This design comes from an exercise in tuning for small area, a short achievable clock period and few clock cycles per item on the open sky130 flow, not from production work. No activity file was given, so power comes from the tool's default toggle rates.

==> flow/design.v <==
`default_nettype none
package cpu_pkg;
    localparam logic [4:0] OPC_ALU  = 5'd0;
    localparam logic [4:0] OPC_J    = 5'd1;
    localparam logic [4:0] OPC_BNE  = 5'd2;
    localparam logic [4:0] OPC_JAL  = 5'd3;
    localparam logic [4:0] OPC_JR   = 5'd4;
    localparam logic [4:0] OPC_ADDI = 5'd5;
    localparam logic [4:0] OPC_BLT  = 5'd6;
    localparam logic [4:0] OPC_SW   = 5'd7;
    localparam logic [4:0] OPC_LW   = 5'd8;
endpackage
`default_nettype wire
`default_nettype none
module adder (
    input  wire [31:0]  x,
    input  wire [31:0]  y,
    input  wire         cin,
    output logic [31:0] sum
);
    logic [31:0] g, p, gn, pn;
    logic [31:0] carry;
    always_comb begin
        g = x & y;
        p = x ^ y;
        g[0] = g[0] | (p[0] & cin);
        for (int l = 0; l < 5; l++) begin
            gn = g;
            pn = p;
            for (int i = 0; i < 32; i++) begin
                if (((i >> l) & 1) == 1) begin
                    gn[i] = g[i] | (p[i] & g[((i >> l) << l) - 1]);
                    pn[i] = p[i] & p[((i >> l) << l) - 1];
                end
            end
            g = gn;
            p = pn;
        end
        carry = {g[30:0], cin};
    end
    assign sum = x ^ y ^ carry;
endmodule
module alu (
    input  wire [31:0]  a,
    input  wire         right,    
    input  wire [4:0]   shamt,
    output logic [31:0] sh_right,
    output logic [31:0] sh_left
);
    logic [31:0] sh_in;
    logic        fill;
    assign fill = right & a[31];
    always_comb begin
        for (int i = 0; i < 32; i++) begin
            sh_in[i]   = right ? a[i] : a[31-i];
            sh_left[i] = sh_right[31-i];
        end
    end
    assign sh_right = 32'($signed({fill, sh_in}) >>> shamt);
endmodule
`default_nettype wire
`default_nettype none
module execute_stage (
    input  wire [31:0] pc,
    input  wire [31:0] ir,
    input  wire [31:0] rs_val,
    input  wire [31:0] rb_val,    
    output logic [31:0] npc,
    output logic        we,
    output logic [4:0]  wreg,
    output logic        is_lw,
    output logic        is_sw,
    output logic [31:0] o
);
    logic [4:0]  opc;
    logic [4:0]  fn;
    logic [31:0] imm;
    logic [31:0] pc1;
    logic [31:0] x, y, sum;
    logic [31:0] sh_right, sh_left;
    logic [31:0] other;
    logic        use_reg, use_pc, fn_sub, cin;
    logic        en_sum, en_and, en_or, en_sll, en_sra, en_jal;
    logic        is_j, is_jr, is_bne, is_blt, taken;
    logic        eq, lt;
    assign opc = ir[31:27];
    assign fn  = ir[6:2];
    assign imm = {{15{ir[16]}}, ir[16:0]};
    assign pc1 = pc + 32'd1;
    assign use_reg = !(opc[3] | opc[2] | opc[1]);
    assign use_pc  = opc[1] & !opc[0];
    assign fn_sub  = fn[0];
    assign x   = use_pc ? pc : rs_val;
    assign y   = use_reg ? (rb_val ^ {32{fn_sub}}) : imm;
    assign cin = use_reg ? fn_sub : use_pc;
    adder u_adder (.x(x), .y(y), .cin(cin), .sum(sum));
    alu u_alu (
        .a        (rs_val),
        .right    (fn[0]),
        .shamt    (ir[11:7]),
        .sh_right (sh_right),
        .sh_left  (sh_left)
    );
    assign en_jal = opc[1] & opc[0] & !opc[2];
    assign en_sum = !en_jal & (!use_reg | (fn[4:1] == 4'd0));
    assign en_and = use_reg & (fn == 5'd2);
    assign en_or  = use_reg & (fn == 5'd3);
    assign en_sll = use_reg & (fn == 5'd4);
    assign en_sra = use_reg & (fn == 5'd5);
    assign other = ({32{en_and}} & (rs_val & rb_val))
                 | ({32{en_or}}  & (rs_val | rb_val))
                 | ({32{en_sll}} & sh_left)
                 | ({32{en_sra}} & sh_right)
                 | ({32{en_jal}} & pc1);
    assign o = en_sum ? sum : other;
    assign is_j   = (opc[4:2] == 3'd0) & opc[0];     
    assign is_jr  = (opc == cpu_pkg::OPC_JR);
    assign is_bne = (opc == cpu_pkg::OPC_BNE);
    assign is_blt = (opc == cpu_pkg::OPC_BLT);
    assign eq    = (rb_val == rs_val);
    assign lt    = $signed(rb_val) < $signed(rs_val);
    assign taken = (is_bne & !eq) | (is_blt & lt);
    assign npc   = taken ? sum : is_jr ? rb_val : is_j ? {5'd0, ir[26:0]} : pc1;
    assign we    = (opc == cpu_pkg::OPC_ALU) || (opc == cpu_pkg::OPC_ADDI) || (opc == cpu_pkg::OPC_LW) || (opc == cpu_pkg::OPC_JAL);
    assign wreg  = en_jal ? 5'd31 : ir[26:22];
    assign is_lw = (opc == cpu_pkg::OPC_LW);
    assign is_sw = (opc == cpu_pkg::OPC_SW);
endmodule
`default_nettype wire
`default_nettype none
module mem_wb_stage (
    input  wire         clock,
    input  wire         arst_n,
    input  wire         we_in,
    input  wire [4:0]   wreg_in,
    input  wire         lw_in,
    input  wire         sw_in,
    input  wire [31:0]  o_in,
    input  wire [31:0]  b_in,
    input  wire [31:0]  q_dmem,
    output logic [31:0] address_dmem,
    output logic [31:0] data,
    output logic        wren,
    output logic        ctrl_write_enable,
    output logic [4:0]  ctrl_write_reg,
    output logic [31:0] data_write_reg
);
    logic        m_we, m_lw, m_sw;
    logic [4:0]  m_reg;
    logic [31:0] m_o, m_b;
    always_ff @(posedge clock or negedge arst_n) begin
        if (!arst_n) begin
            m_we <= 1'b0;
            m_lw <= 1'b0;
            m_sw <= 1'b0;
        end else begin
            m_we <= we_in;
            m_lw <= lw_in;
            m_sw <= sw_in;
        end
    end
    always_ff @(posedge clock) begin
        m_reg <= wreg_in;
        m_o   <= o_in;
        m_b   <= b_in;
    end
    assign address_dmem      = m_o;
    assign data              = m_b;
    assign wren              = m_sw;
    assign ctrl_write_enable = m_we;
    assign ctrl_write_reg    = m_reg;
    assign data_write_reg    = m_lw ? q_dmem : m_o;
endmodule
`default_nettype wire
`default_nettype none
`timescale 1ns/1ps
module pipeline_cpu (
    input  wire         clock,
    input  wire         arst_n,
    output logic [31:0] address_imem,
    input  wire  [31:0] q_imem,
    output logic [31:0] address_dmem,
    output logic [31:0] data,
    output logic        wren,
    input  wire  [31:0] q_dmem,
    output logic        ctrl_write_enable,
    output logic [4:0]  ctrl_write_reg,
    output logic [4:0]  ctrl_read_reg_a,
    output logic [4:0]  ctrl_read_reg_b,
    output logic [31:0] data_write_reg,
    input  wire  [31:0] data_read_reg_a,
    input  wire  [31:0] data_read_reg_b
);
    logic [31:0] pc;
    logic [31:0] npc;
    logic        we, is_lw, is_sw;
    logic [4:0]  wreg;
    logic [31:0] o;
    always_ff @(posedge clock or negedge arst_n) begin
        if (!arst_n) pc <= '0;
        else         pc <= npc;
    end
    assign address_imem    = pc;
    assign ctrl_read_reg_a = q_imem[21:17];
    assign ctrl_read_reg_b = (q_imem[29] | q_imem[28]) ? q_imem[26:22] : q_imem[16:12];
    execute_stage u_execute_stage (
        .pc     (pc),
        .ir     (q_imem),
        .rs_val (data_read_reg_a),
        .rb_val (data_read_reg_b),
        .npc    (npc),
        .we     (we),
        .wreg   (wreg),
        .is_lw  (is_lw),
        .is_sw  (is_sw),
        .o      (o)
    );
    mem_wb_stage u_mem_wb_stage (
        .clock             (clock),
        .arst_n            (arst_n),
        .we_in             (we),
        .wreg_in           (wreg),
        .lw_in             (is_lw),
        .sw_in             (is_sw),
        .o_in              (o),
        .b_in              (data_read_reg_b),
        .q_dmem            (q_dmem),
        .address_dmem      (address_dmem),
        .data              (data),
        .wren              (wren),
        .ctrl_write_enable (ctrl_write_enable),
        .ctrl_write_reg    (ctrl_write_reg),
        .data_write_reg    (data_write_reg)
    );
endmodule
`default_nettype wire
==> flow/config.mk <==
export PLATFORM = sky130hd
export DESIGN_NAME = pipeline_cpu
export DESIGN_NICKNAME = pipeline_cpu
export VERILOG_FILES = /design/flow/design.v
export SDC_FILE = /design/flow/constraint.sdc
export NUM_CORES = 4
export LEC_CHECK = 0
export CAP_MARGIN = 20
export CORE_MARGIN = 2
export CORE_UTILIZATION = 40
export PLACE_DENSITY = 0.6
export SETUP_SLACK_MARGIN = 3.5
export SLEW_MARGIN = 20
==> flow/constraint.sdc <==
create_clock -name core_clock -period 8.5 [get_ports {clock}]
set_input_delay 1.7000 -clock core_clock [delete_from_list [all_inputs] [get_ports {clock}]]
set_output_delay 1.7000 -clock core_clock [all_outputs]
set_load 0.01 [all_outputs]
standard.sh (not shown) runs the stock make flow with config.mk's settings and CLKGATE_MAP_FILE= SYNTH_SCRIPT=/design/flow/synth_recipe.tcl, a recipe that flattens the netlist after the stock synthesis.
==> flow/flow/run.sh <==
#!/bin/bash
# Own layout flow: the standard flow (standard.sh, unchanged synthesis,
# floorplan, power grid, placement, CTS and routing), with one change: the
# buffers that global placement puts on every input and output port are
# sky130_fd_sc_hd__buf_1 cells instead of the default delay-buffer cell.
# The timing repair steps still resize them where timing needs it.
set -euo pipefail
export BUFFER_PORTS_ARGS="-buffer_cell sky130_fd_sc_hd__buf_1"
bash standard.sh > standard.log 2>&1
Rerun with:
--- a/flow/design.v
+++ b/flow/design.v
@@ -39,25 +39,46 @@
         carry = {g[30:0], cin};
     end
     assign sum = x ^ y ^ carry;
 endmodule
+module incrementer (
+    input  wire [31:0]  a,
+    output logic [31:0] sum
+);
+    logic [7:0]  group_ones;
+    logic [7:0]  group_carry;
+    logic [31:0] carry;
+    always_comb begin
+        for (int g = 0; g < 8; g++)
+            group_ones[g] = &a[4*g +: 4];
+        group_carry[0] = 1'b1;
+        for (int g = 1; g < 8; g++)
+            group_carry[g] = group_carry[g-1] & group_ones[g-1];
+        for (int i = 0; i < 32; i++)
+            carry[i] = (i % 4 == 0) ? group_carry[i/4] : (carry[i-1] & a[i-1]);
+    end
+    assign sum = a ^ carry;
+endmodule
 module alu (
     input  wire [31:0]  a,
     input  wire         right,    
     input  wire [4:0]   shamt,
     output logic [31:0] sh_right,
     output logic [31:0] sh_left
 );
-    logic [31:0] sh_in;
-    logic        fill;
-    assign fill = right & a[31];
-    always_comb begin
-        for (int i = 0; i < 32; i++) begin
-            sh_in[i]   = right ? a[i] : a[31-i];
-            sh_left[i] = sh_right[31-i];
-        end
-    end
-    assign sh_right = 32'($signed({fill, sh_in}) >>> shamt);
+    logic [4:0]  amt;
+    logic [31:0] r0, r1, r2, r3, r4;
+    logic [31:0] lo, hi;
+    assign amt = right ? (5'd0 - shamt) : shamt;
+    assign r0 = amt[0] ? {a[30:0],  a[31]}       : a;
+    assign r1 = amt[1] ? {r0[29:0], r0[31:30]}   : r0;
+    assign r2 = amt[2] ? {r1[27:0], r1[31:28]}   : r1;
+    assign r3 = amt[3] ? {r2[23:0], r2[31:24]}   : r2;
+    assign r4 = amt[4] ? {r3[15:0], r3[31:16]}   : r3;
+    assign lo = ~(32'hffffffff << shamt);
+    assign hi = ~(32'hffffffff >> shamt);
+    assign sh_left  = r4 & ~lo;
+    assign sh_right = (r4 & ~hi) | ({32{a[31]}} & hi);
 endmodule
 `default_nettype wire
 `default_nettype none
 module execute_stage (
@@ -85,9 +106,9 @@
     logic        eq, lt;
     assign opc = ir[31:27];
     assign fn  = ir[6:2];
     assign imm = {{15{ir[16]}}, ir[16:0]};
-    assign pc1 = pc + 32'd1;
+    incrementer u_inc (.a(pc), .sum(pc1));
     assign use_reg = !(opc[3] | opc[2] | opc[1]);
     assign use_pc  = opc[1] & !opc[0];
     assign fn_sub  = fn[0];
     assign x   = use_pc ? pc : rs_val;
The changed run completed with no timing, DRC or antenna violations.
Synthesized cell count went up by 0.43%.
Power went up by 5.8%.
Cell count went up by 1.8%.
Non-clock buffer count went up by 27.
Register-to-register slack got worse by 0.16 ns.
Combinational power went up by about 20%.
Die area went up by 4.3%.
Routed wire length went up by 4.8%.
Sequential power went down by about 2%.
Global-route usage went up by 0.26 points.
No functional check of the RTL was part of any run of this note.

* * *

Starts from the design.v that is shown in full above.
clock: 8.5 ns
lec_check: 0
cap_margin: 20
core_margin: 2
core_utilization: 40
place_density: 0.6
setup_slack_margin: 4
slew_margin: 20
tns_end_percent: 5
Scripts as last shown in full above: flow/flow/run.sh
==> next run, changes <==
--- a/flow/design.v
+++ b/flow/design.v
@@ -68,32 +68,36 @@
     output logic [31:0] npc,
     output logic        we,
     output logic [4:0]  wreg,
     output logic        is_lw,
     output logic        is_sw,
-    output logic [31:0] o
+    output logic [31:0] o,        
+    output logic [31:0] b,        
+    output logic        sel_sum   
 );
     logic [4:0]  opc;
     logic [4:0]  fn;
     logic [31:0] imm;
     logic [31:0] pc1;
     logic [31:0] x, y, sum;
     logic [31:0] sh_right, sh_left;
     logic [31:0] other;
-    logic        use_reg, use_pc, fn_sub, cin;
+    logic        use_reg, use_pc, use_tgt, fn_sub, cin;
     logic        en_sum, en_and, en_or, en_sll, en_sra, en_jal;
     logic        is_j, is_jr, is_bne, is_blt, taken;
     logic        eq, lt;
     assign opc = ir[31:27];
     assign fn  = ir[6:2];
     assign imm = {{15{ir[16]}}, ir[16:0]};
     assign pc1 = pc + 32'd1;
-    assign use_reg = !(opc[3] | opc[2] | opc[1]);
+    assign use_reg = !(opc[3] | opc[1] | opc[0]);
     assign use_pc  = opc[1] & !opc[0];
-    assign fn_sub  = fn[0];
+    assign use_tgt = opc[0] & !opc[2];
+    assign fn_sub  = fn[0] & !opc[2];
     assign x   = use_pc ? pc : rs_val;
-    assign y   = use_reg ? (rb_val ^ {32{fn_sub}}) : imm;
+    assign y   = use_reg ? (rb_val ^ {32{fn_sub}}) :
+                 use_tgt ? {5'd0, ir[26:0]} : imm;
     assign cin = use_reg ? fn_sub : use_pc;
     adder u_adder (.x(x), .y(y), .cin(cin), .sum(sum));
     alu u_alu (
         .a        (rs_val),
         .right    (fn[0]),
@@ -110,19 +114,21 @@
     assign other = ({32{en_and}} & (rs_val & rb_val))
                  | ({32{en_or}}  & (rs_val | rb_val))
                  | ({32{en_sll}} & sh_left)
                  | ({32{en_sra}} & sh_right)
                  | ({32{en_jal}} & pc1);
-    assign o = en_sum ? sum : other;
+    assign o       = sum;
+    assign b       = opc[2] ? rb_val : other;
+    assign sel_sum = en_sum;
     assign is_j   = (opc[4:2] == 3'd0) & opc[0];     
     assign is_jr  = (opc == cpu_pkg::OPC_JR);
     assign is_bne = (opc == cpu_pkg::OPC_BNE);
     assign is_blt = (opc == cpu_pkg::OPC_BLT);
     assign eq    = (rb_val == rs_val);
     assign lt    = $signed(rb_val) < $signed(rs_val);
-    assign taken = (is_bne & !eq) | (is_blt & lt);
-    assign npc   = taken ? sum : is_jr ? rb_val : is_j ? {5'd0, ir[26:0]} : pc1;
+    assign taken = (is_bne & !eq) | (is_blt & lt) | is_j | is_jr;
+    assign npc   = taken ? sum : pc1;
     assign we    = (opc == cpu_pkg::OPC_ALU) || (opc == cpu_pkg::OPC_ADDI) || (opc == cpu_pkg::OPC_LW) || (opc == cpu_pkg::OPC_JAL);
     assign wreg  = en_jal ? 5'd31 : ir[26:22];
     assign is_lw = (opc == cpu_pkg::OPC_LW);
     assign is_sw = (opc == cpu_pkg::OPC_SW);
 endmodule
@@ -135,19 +141,21 @@
     input  wire [4:0]   wreg_in,
     input  wire         lw_in,
     input  wire         sw_in,
     input  wire [31:0]  o_in,
     input  wire [31:0]  b_in,
+    input  wire         sel_in,
     input  wire [31:0]  q_dmem,
     output logic [31:0] address_dmem,
     output logic [31:0] data,
     output logic        wren,
     output logic        ctrl_write_enable,
     output logic [4:0]  ctrl_write_reg,
     output logic [31:0] data_write_reg
 );
-    logic        m_we, m_lw, m_sw;
+    logic        m_we, m_lw, m_sw, m_sel;
+    logic [31:0] m_res;
     logic [4:0]  m_reg;
     logic [31:0] m_o, m_b;
     always_ff @(posedge clock or negedge arst_n) begin
         if (!arst_n) begin
             m_we <= 1'b0;
@@ -159,19 +167,21 @@
             m_sw <= sw_in;
         end
     end
     always_ff @(posedge clock) begin
         m_reg <= wreg_in;
+        m_sel <= sel_in;
         m_o   <= o_in;
         m_b   <= b_in;
     end
     assign address_dmem      = m_o;
     assign data              = m_b;
     assign wren              = m_sw;
     assign ctrl_write_enable = m_we;
     assign ctrl_write_reg    = m_reg;
-    assign data_write_reg    = m_lw ? q_dmem : m_o;
+    assign m_res             = m_sel ? m_o : m_b;
+    assign data_write_reg    = m_lw ? q_dmem : m_res;
 endmodule
 `default_nettype wire
 `default_nettype none
 `timescale 1ns/1ps
 module pipeline_cpu (
@@ -193,17 +203,19 @@
 );
     logic [31:0] pc;
     logic [31:0] npc;
     logic        we, is_lw, is_sw;
     logic [4:0]  wreg;
-    logic [31:0] o;
+    logic [31:0] o, b;
+    logic        sel_sum;
     always_ff @(posedge clock or negedge arst_n) begin
         if (!arst_n) pc <= '0;
         else         pc <= npc;
     end
     assign address_imem    = pc;
-    assign ctrl_read_reg_a = q_imem[21:17];
+    assign ctrl_read_reg_a = ((q_imem[27] & !q_imem[29]) | (q_imem[29] & !q_imem[28] & !q_imem[27]))
+                           ? 5'd0 : q_imem[21:17];
     assign ctrl_read_reg_b = (q_imem[29] | q_imem[28]) ? q_imem[26:22] : q_imem[16:12];
     execute_stage u_execute_stage (
         .pc     (pc),
         .ir     (q_imem),
         .rs_val (data_read_reg_a),
@@ -211,21 +223,24 @@
         .npc    (npc),
         .we     (we),
         .wreg   (wreg),
         .is_lw  (is_lw),
         .is_sw  (is_sw),
-        .o      (o)
+        .o      (o),
+        .b      (b),
+        .sel_sum(sel_sum)
     );
     mem_wb_stage u_mem_wb_stage (
         .clock             (clock),
         .arst_n            (arst_n),
         .we_in             (we),
         .wreg_in           (wreg),
         .lw_in             (is_lw),
         .sw_in             (is_sw),
         .o_in              (o),
-        .b_in              (data_read_reg_b),
+        .b_in              (b),
+        .sel_in            (sel_sum),
         .q_dmem            (q_dmem),
         .address_dmem      (address_dmem),
         .data              (data),
         .wren              (wren),
         .ctrl_write_enable (ctrl_write_enable),
Fmax rises by a few percent.
Clock-buffer cell count is unchanged.
Sequential power climbs by roughly a tenth.
Clock power is lower by a little under a tenth.
Setup slack gains 0.27 ns.
Utilization climbs by 0.77 points.
Power climbs by a little under a tenth.
Routed wire length rises slightly.
Synthesized cell count hardly moves.
Worst hold slack loses 0.096 ns.
Cell area is higher slightly.
Final cell count stays flat.
Die area increases slightly.
Global-route usage climbs by 0.45 points.
No functional check of the RTL was part of any run of this note.

## port drivers added, routing unchanged
The results above use ideal ports. As a check the final layouts listed here were re-extracted and re-timed, cells and wires unchanged.
Step 1, drivers: a clkbuf_16 drives clock and a buf_2 each remaining input, both assumed.
Step 2 adds t to the input delays and takes it off the output delays; t is the mean of the earliest and latest rising clock arrival at the registers after step 1. Input paths then give back, and output paths get back, about the clock's delay inside the block.
a / b / c = no drivers / after step 1 / after step 2; a / b = the first two.
run	shift t [ns]	setup slack, ns	clock arrival spread, ns	slew at the worst register clock pin (ns)	worst slew at a driven data input, ns
the first run of note 1	0.424	3.604 / 3.638 / 3.214	0.019 / 0.020	0.09 / 0.09	0.07
the second run of note 1	0.419	3.563 / 3.586 / 3.166	0.011 / 0.011	0.08 / 0.08	0.07
the first run of note 2	0.419	3.652 / 3.654 / 3.234	0.017 / 0.017	0.10 / 0.10	0.07
the second run of note 2	0.411	3.922 / 3.904 / 3.510	0.022 / 0.021	0.09 / 0.09	0.07
After both steps every run listed still meets setup and hold. For the first run of note 2, which loses most, drivers alone change the setup slack by +0.002 ns; drivers and shift together by -0.418 ns.
